This is an optimization exercise on Yosys and OpenROAD, whose aim is small area, a short achievable clock period and few clock cycles, not a production implementation.
In this exercise RTL edits were held to simulation tests only and were not proved equivalent to the original.
Power and IR drop assume default switching activity.

==> flow/design.v (excerpt) <==
module matrix_reg_unit
(
  input  logic                    clk,
  input  logic                    rstnn,
  input  logic                    i_cmd_valid,
  input  logic [2:0]              i_cmd_op,
  input  logic [1:0]              i_cmd_row,
  input  logic [1:0]              i_cmd_col,
  input  logic [15:0]             i_cmd_data,
  output logic                    o_cmd_credit,
  input  logic                    i_row_credit,
  output logic                    o_row_valid,
  output logic [1:0]              o_row_index,
  output logic [63:0]             o_row_data
);
  localparam logic [2:0] OP_INIT        = 3'd0;
  localparam logic [2:0] OP_WRITE       = 3'd1;
  localparam logic [2:0] OP_SHIFT_UP    = 3'd2;
  localparam logic [2:0] OP_SHIFT_DOWN  = 3'd3;
  localparam logic [2:0] OP_SHIFT_LEFT  = 3'd4;
  localparam logic [2:0] OP_SHIFT_RIGHT = 3'd5;
  localparam logic [2:0] OP_TRANSPOSE   = 3'd6;
  localparam logic [2:0] OP_READ        = 3'd7;
  function automatic logic [3:0] rotl(input logic [3:0] v);
    rotl = {v[2:0], v[3]};
  endfunction
  function automatic logic [3:0] rotr(input logic [3:0] v);
    rotr = {v[0], v[3:1]};
  endfunction
  function automatic logic [19:0] sel_oh(input logic [9:0] v);
    for (int j = 0; j < 5; j++)
      sel_oh[j*4 +: 4] = 4'b0001 << v[j*2 +: 2];
  endfunction
  function automatic logic [1:0] oh2bin(input logic [3:0] v);
    oh2bin = {v[3] | v[2], v[3] | v[1]};
  endfunction
  function automatic logic [3:0] blocked(input logic active, input logic credit,
                                         input logic credit2, input logic [3:0] left,
                                         input logic [3:0] cur);
    if (!(active && credit))
      blocked = left;
    else if (credit2)
      blocked = left & ~cur & ~rotl(cur);
    else
      blocked = left & ~cur;
  endfunction
  logic [22:0] q_mem [0:2];
  logic [2:0]  q_wr;        
  logic [2:0]  q_rd;        
  logic [1:0]  q_cnt;
  logic        h_valid;
  logic        h_up;        
  logic        h_dn;        
  logic        h_lf;        
  logic        h_rt;        
  logic        h_write;
  logic        h_read;
  logic        h_ri;        
  logic        h_tr;        
  logic [3:0]  h_row;       
  ...
==> flow/config.mk <==
export PLATFORM = sky130hd
export DESIGN_NAME = matrix_reg_unit
export DESIGN_NICKNAME = matrix_reg_unit
export VERILOG_FILES = /design/flow/design.v
export SDC_FILE = /design/flow/constraint.sdc
export NUM_CORES = 4
export LEC_CHECK = 0
export CAP_MARGIN = 20
export CORE_MARGIN = 2
export CORE_UTILIZATION = 30
export CTS_BUF_LIST = sky130_fd_sc_hd__clkbuf_16
export CTS_CLUSTER_DIAMETER = 80
export CTS_CLUSTER_SIZE = 24
export SETUP_SLACK_MARGIN = 2.2
export SLEW_MARGIN = 20
==> flow/constraint.sdc <==
create_clock -name core_clock -period 4.0 [get_ports {clk}]
set_input_delay 0.8000 -clock core_clock [delete_from_list [all_inputs] [get_ports {clk}]]
set_output_delay 0.8000 -clock core_clock [all_outputs]
set_load 0.01 [all_outputs]
run.sh (not shown) runs the stock make flow with config.mk's settings and CLKGATE_MAP_FILE= SYNTH_SCRIPT=/design/flow/synth_recipe.tcl, a recipe that flattens the netlist after the stock synthesis.
The first run completed with no timing, DRC or antenna violations.
Testbench counts at the start, summed over its fixed seeds: cycles 4,600.
Then changed:
- CTS_CLUSTER_DIAMETER: 80 -> 100
- CTS_CLUSTER_SIZE: 24 -> 30
- SETUP_SLACK_MARGIN: 2.2 -> 2.0
What happened:
- global-route usage shrinks by 0.68 points
- maximum frequency falls by 3.6%
- via count is lower by 2.2%
- power decreases by 8.9%
- synthesized cell count is unchanged
- setup slack loses 0.073 ns
- combinational power decreases by 11%
- routed wire length is lower by 3.2%

v6:
matrix_reg_unit again, from the RTL that the note above started with.
clock: 4.0 ns
lec_check: 0
cap_margin: 20
core_margin: 2
core_utilization: 30
cts_buf_list: sky130_fd_sc_hd__clkbuf_16
cts_cluster_diameter: 80
cts_cluster_size: 24
setup_slack_margin: 2.0
slew_margin: 20
Testbench counts of v6, summed over its fixed seeds: cycles 4,600.
## Diff of input files: v7 against v6
Settings: CTS_CLUSTER_SIZE changed from 24 to 18; CTS_CLUSTER_DIAMETER changed from 80 to 60.
--- outcome ---
- v7 closes out successfully: all stages finished, all timing, DRC and antenna checks passed.
- v6 -> v7: number of signal-net inverters in the final layout flat
- Higher non-clock buffer count among v6 and v7: v7
- In the tables for v6 and v7, non-clock buffer contribution to total cell area reads lower with v6.
- Compared with v6, v7 shows a lower achievable clock frequency.
- The design internal power in v6 is 0.946 times that in v7.

matrix_reg_unit, a different RTL version from the one above (not shown whole).
Size: ~1400 cells after synthesis, roughly 95 I/O pins, roughly 22000 µm² of cells after synthesis.
Settings: LEC_CHECK=0, CAP_MARGIN=20, CORE_MARGIN=2, CORE_UTILIZATION=30, SETUP_SLACK_MARGIN=2.0, SLEW_MARGIN=20; clock period 4.0 ns.
Testbench counts at the start, summed over its fixed seeds: cycles 4,600.
Edit:
CTS_BUF_LIST = sky130_fd_sc_hd__clkbuf_16   (was unset)
CTS_CLUSTER_DIAMETER = 100   (was unset)
CTS_CLUSTER_SIZE = 30   (was unset)
Fmax decreases slightly; power decreases by roughly a tenth; die area stays the same; utilization decreases by 1.6 points; via count decreases slightly; routed wire length decreases by a few percent; design area decreases by a few percent; critical path depth increases by 1; hold slack is worse by 0.015 ns; worst setup slack is worse by 0.017 ns; synthesized area does not change.

[static timing again, ports no longer ideal]
How much do the figures lean on ideal ports? The routed layouts below were timed once more, with nothing changed but the port constraints.
Step 1, drivers: a clkbuf_16 drives clk and a buf_2 each remaining input, both assumed.
Step 2 adds t to the input delays and takes it off the output delays; t is the mean of the earliest and latest rising clock arrival at the registers after step 1. Input paths then give back, and output paths get back, about the clock's delay inside the block.
Slacks: ideal ports / drivers / drivers and shift; pairs: ideal ports / drivers.
run | shift t [ns] | setup slack, ns | worst setup path at the end | worst register clock-pin slew, ns | pins driven straight from the clock port
the first run of note 1 | 0.661 | 2.010 / 1.996 / 1.644 | input to register | 0.10 / 0.10 | 1
the second run of note 1 | 0.625 | 1.936 / 1.936 / 1.480 | input to register | 0.12 / 0.12 | 1
v6 | 0.664 | 1.969 / 1.969 / 1.503 | input to register | 0.10 / 0.10 | 1
v7 | 0.617 | 1.941 / 1.941 / 1.530 | input to register | 0.08 / 0.08 | 1
the first run of note 3 | 0.653 | 1.866 / 1.866 / 1.234 | input to register | 0.07 / 0.07 | 1
the second run of note 3 | 0.638 | 1.849 / 1.849 / 1.672 | input to register | 0.12 / 0.12 | 1
After both steps setup and hold are still met in every run listed. The setup slack of the first run of note 3, which loses most, moves by 0.000 ns with the drivers and by -0.632 ns with both steps.
